Context: an optimization exercise on an open-source flow, tuned for small area and a short achievable clock period. The choices shown serve that exercise and are no tape-out recipe.
In this exercise RTL edits were held to simulation tests only and were not proved equivalent to the original.

==> inputs of violet <==
==> flow/design.v <==
module memory_responder #(
    parameter int WAIT_CYCLES = 2
) (
    input  logic        clk,
    input  logic        rst,
    input  logic [7:0]  MemAddr,
    input  logic [15:0] MemD,
    input  logic        memReq,
    input  logic        memWe,
    output logic [15:0] MemQ,
    output logic        memReady,
    output logic        busy,
    input  logic        progWe,
    input  logic [7:0]  progAddr,
    input  logic [15:0] progData
);
    function automatic logic [3:0] onehot2(input logic [1:0] a);
        onehot2 = 4'h1 << a;
    endfunction
    function automatic logic [15:0] onehot4(input logic [3:0] a);
        onehot4 = 16'h0001 << a;
    endfunction
    function automatic logic [63:0] onehot6(input logic [5:0] a);
        onehot6 = 64'h1 << a;
    endfunction
    logic busy_q, s1_q, s2_q, rdy_q;
    logic accept, load, wr_now;
    assign accept = !busy_q && !progWe && memReq;
    assign load   = !busy_q && progWe;
    assign wr_now = load || (accept && memWe);
    always_ff @(posedge clk or negedge rst) begin
        if (!rst) begin
            busy_q <= 1'b0;
            s1_q   <= 1'b0;
            s2_q   <= 1'b0;
            rdy_q  <= 1'b0;
        end else begin
            busy_q <= accept || (busy_q && !rdy_q);
            s1_q   <= accept;
            s2_q   <= s1_q;
            rdy_q  <= s2_q;
        end
    end
    logic [3:0]  rtop_q;
    logic [63:0] rsel_q;
    logic        rdf_q;
    always_ff @(posedge clk) begin
        if (!busy_q) begin
            rtop_q <= onehot2(MemAddr[7:6]);
            rsel_q <= onehot6(MemAddr[5:0]);
            rdf_q  <= !memWe;
        end
    end
    logic [7:0]  waddr_in;
    logic [15:0] whi_nxt;
    logic [15:0] whi_q, whin_q, wlo_q, wlon_q;
    logic [15:0] wd_q;
    assign waddr_in = progWe ? progAddr : MemAddr;
    assign whi_nxt  = wr_now ? onehot4(waddr_in[7:4]) : 16'h0000;
    always_ff @(posedge clk or negedge rst) begin
        if (!rst) begin
            whi_q  <= 16'h0000;
            whin_q <= 16'hffff;
        end else begin
            whi_q  <= whi_nxt;
            whin_q <= ~whi_nxt;
        end
    end
    always_ff @(posedge clk) begin
        wlo_q  <= onehot4(waddr_in[3:0]);
        wlon_q <= ~onehot4(waddr_in[3:0]);
        wd_q   <= progWe ? progData : MemD;
    end
    logic [15:0] mem [256];
    logic [15:0] mem_nxt [256];
    logic [255:0] wsel, hold;
    always_comb begin
        for (int i = 0; i < 256; i++) begin
            wsel[i]    = whi_q[i / 16] && wlo_q[i % 16];
            hold[i]    = whin_q[i / 16] || wlon_q[i % 16];
            mem_nxt[i] = ({16{wsel[i]}} & wd_q) | ({16{hold[i]}} & mem[i]);
        end
    end
    always_ff @(posedge clk) begin
        for (int i = 0; i < 256; i++) mem[i] <= mem_nxt[i];
    end
    logic [15:0] part [4];
    always_comb begin
        for (int g = 0; g < 4; g++) begin
            part[g] = 16'h0000;
            for (int k = 0; k < 64; k++) begin
                part[g] = part[g] | ({16{rsel_q[k]}} & mem[64 * g + k]);
            end
        end
    end
    logic [15:0] part_q [4];
    always_ff @(posedge clk) begin
        for (int g = 0; g < 4; g++) part_q[g] <= part[g];
    end
    logic [15:0] rdata;
    always_comb begin
        rdata = 16'h0000;
        for (int g = 0; g < 4; g++) rdata = rdata | ({16{rtop_q[g]}} & part_q[g]);
    end
    always_ff @(posedge clk or negedge rst) begin
        if (!rst) begin
            MemQ <= 16'h0000;
        end else if (s2_q && rdf_q) begin
            MemQ <= rdata;
        end
    end
    assign memReady = rdy_q;
    assign busy     = busy_q;
endmodule
==> flow/flow/run.sh <==
#!/bin/bash
# The standard layout, with one change: the port buffers that global placement inserts are
# sky130_fd_sc_hd__buf_2 instead of the cell buffer_ports picks on its own (a slow delay
# buffer, clkdlybuf4s50_1), which the footprint-matching resizer cannot replace later.
# Synthesis is the standard one, run unchanged. Each step's output goes to its own log here.
set -euo pipefail
bash standard.sh synth > synth.log 2>&1
bash standard.sh 'BUFFER_PORTS_ARGS=-buffer_cell sky130_fd_sc_hd__buf_2' finish > layout.log 2>&1
==> flow/standard.sh <==
#!/bin/bash
# synth_recipe.tcl (not shown) runs the flow's synth.tcl, then flattens the netlist and writes it again
# the make line also repeats each setting of config.mk as NAME=value (left out here)
make -C /OpenROAD-flow-scripts/flow DESIGN_CONFIG=/design/flow/config.mk WORK_HOME=/design/flow/orfs CLKGATE_MAP_FILE= SYNTH_SCRIPT=/design/flow/synth_recipe.tcl "${@:-finish}"
==> flow/config.mk <==
export PLATFORM = sky130hd
export DESIGN_NAME = memory_responder
export DESIGN_NICKNAME = memory_responder
export VERILOG_FILES = /design/flow/design.v
export SDC_FILE = /design/flow/constraint.sdc
export NUM_CORES = 4
export LEC_CHECK = 0
export CAP_MARGIN = 20
export CORE_MARGIN = 2
export CORE_UTILIZATION = 60
export CTS_CLUSTER_DIAMETER = 50
export CTS_CLUSTER_SIZE = 20
export SETUP_SLACK_MARGIN = 2.8
export SLEW_MARGIN = 50
export TNS_END_PERCENT = 20
==> flow/constraint.sdc <==
create_clock -name core_clock -period 5.5 [get_ports {clk}]
set_input_delay 1.1000 -clock core_clock [delete_from_list [all_inputs] [get_ports {clk}]]
set_output_delay 1.1000 -clock core_clock [all_outputs]
set_load 0.01 [all_outputs]
==> garnet (differences from violet) <==
==> flow/run.sh (new file) <==
#!/bin/bash
# synth_recipe.tcl (not shown) runs the flow's synth.tcl, then flattens the netlist and writes it again
# the make line also repeats each setting of config.mk as NAME=value (left out here)
make -C /OpenROAD-flow-scripts/flow DESIGN_CONFIG=/design/flow/config.mk WORK_HOME=/design/flow/orfs CLKGATE_MAP_FILE= SYNTH_SCRIPT=/design/flow/synth_recipe.tcl finish
Settings changed: CORE_UTILIZATION 60 to 35, CTS_CLUSTER_DIAMETER 50 to 60, CTS_CLUSTER_SIZE 20 to 25, SETUP_SLACK_MARGIN 2.8 to 3.2.
removed: flow/flow/run.sh
removed: flow/standard.sh
==> impl_metrics.ini <==
[detailed_routing]
detail-route-antenna-nets = 2
wl_per_cell_um = 38.76
vias = 130100

[run_status]
status = finished with violations
so.violations = antenna rules

[placement]
placed_area_um2 = 156900
-- figures above: violet

==> impl_metrics.ini <==
[run_status]
so.violations = antenna rules
status = finished with violations

[timing]
maxSlewHeadroom_pct = 42.65

[detailed_routing]
wl_per_cell_um = 33.05
detail-route-antenna-nets = 1
wl_mm = 618.2

[yosys]
ys_seq_area_share_pct = 55.96
synthSimpleGateAreaFrac_pct = 3.908

[pwr]
power_clock_w = 0.0235

[placement]
placed_area_um2 = 159800
-- figures above: garnet

## afterwards: timing with drivers on the ports
The results above use ideal ports. As a check the final layouts listed here were re-extracted and re-timed, cells and wires unchanged. Step 1, drivers: a clkbuf_16 drives clk and a buf_2 each remaining input, both assumed. Step 2 moves the port delays by t, midway between the first and last clock arrival at a register: inputs arrive t later, outputs are due t later. That takes back most of the time a late clock gives input paths. Three values: no drivers, after step 1, after step 2; two values: the first two.
run	shift t [ns]	slack for setup (ns)	slew at the worst register clock pin (ns)	worst data-port slew with drivers (ns)
violet	1.075	2.479 / 2.479 / 2.194	0.09 / 0.09	0.11
garnet	1.090	2.287 / 2.287 / 1.990	0.10 / 0.10	0.14
For garnet, which loses most, drivers alone change the setup slack by 0.000 ns; drivers and shift together by -0.297 ns.
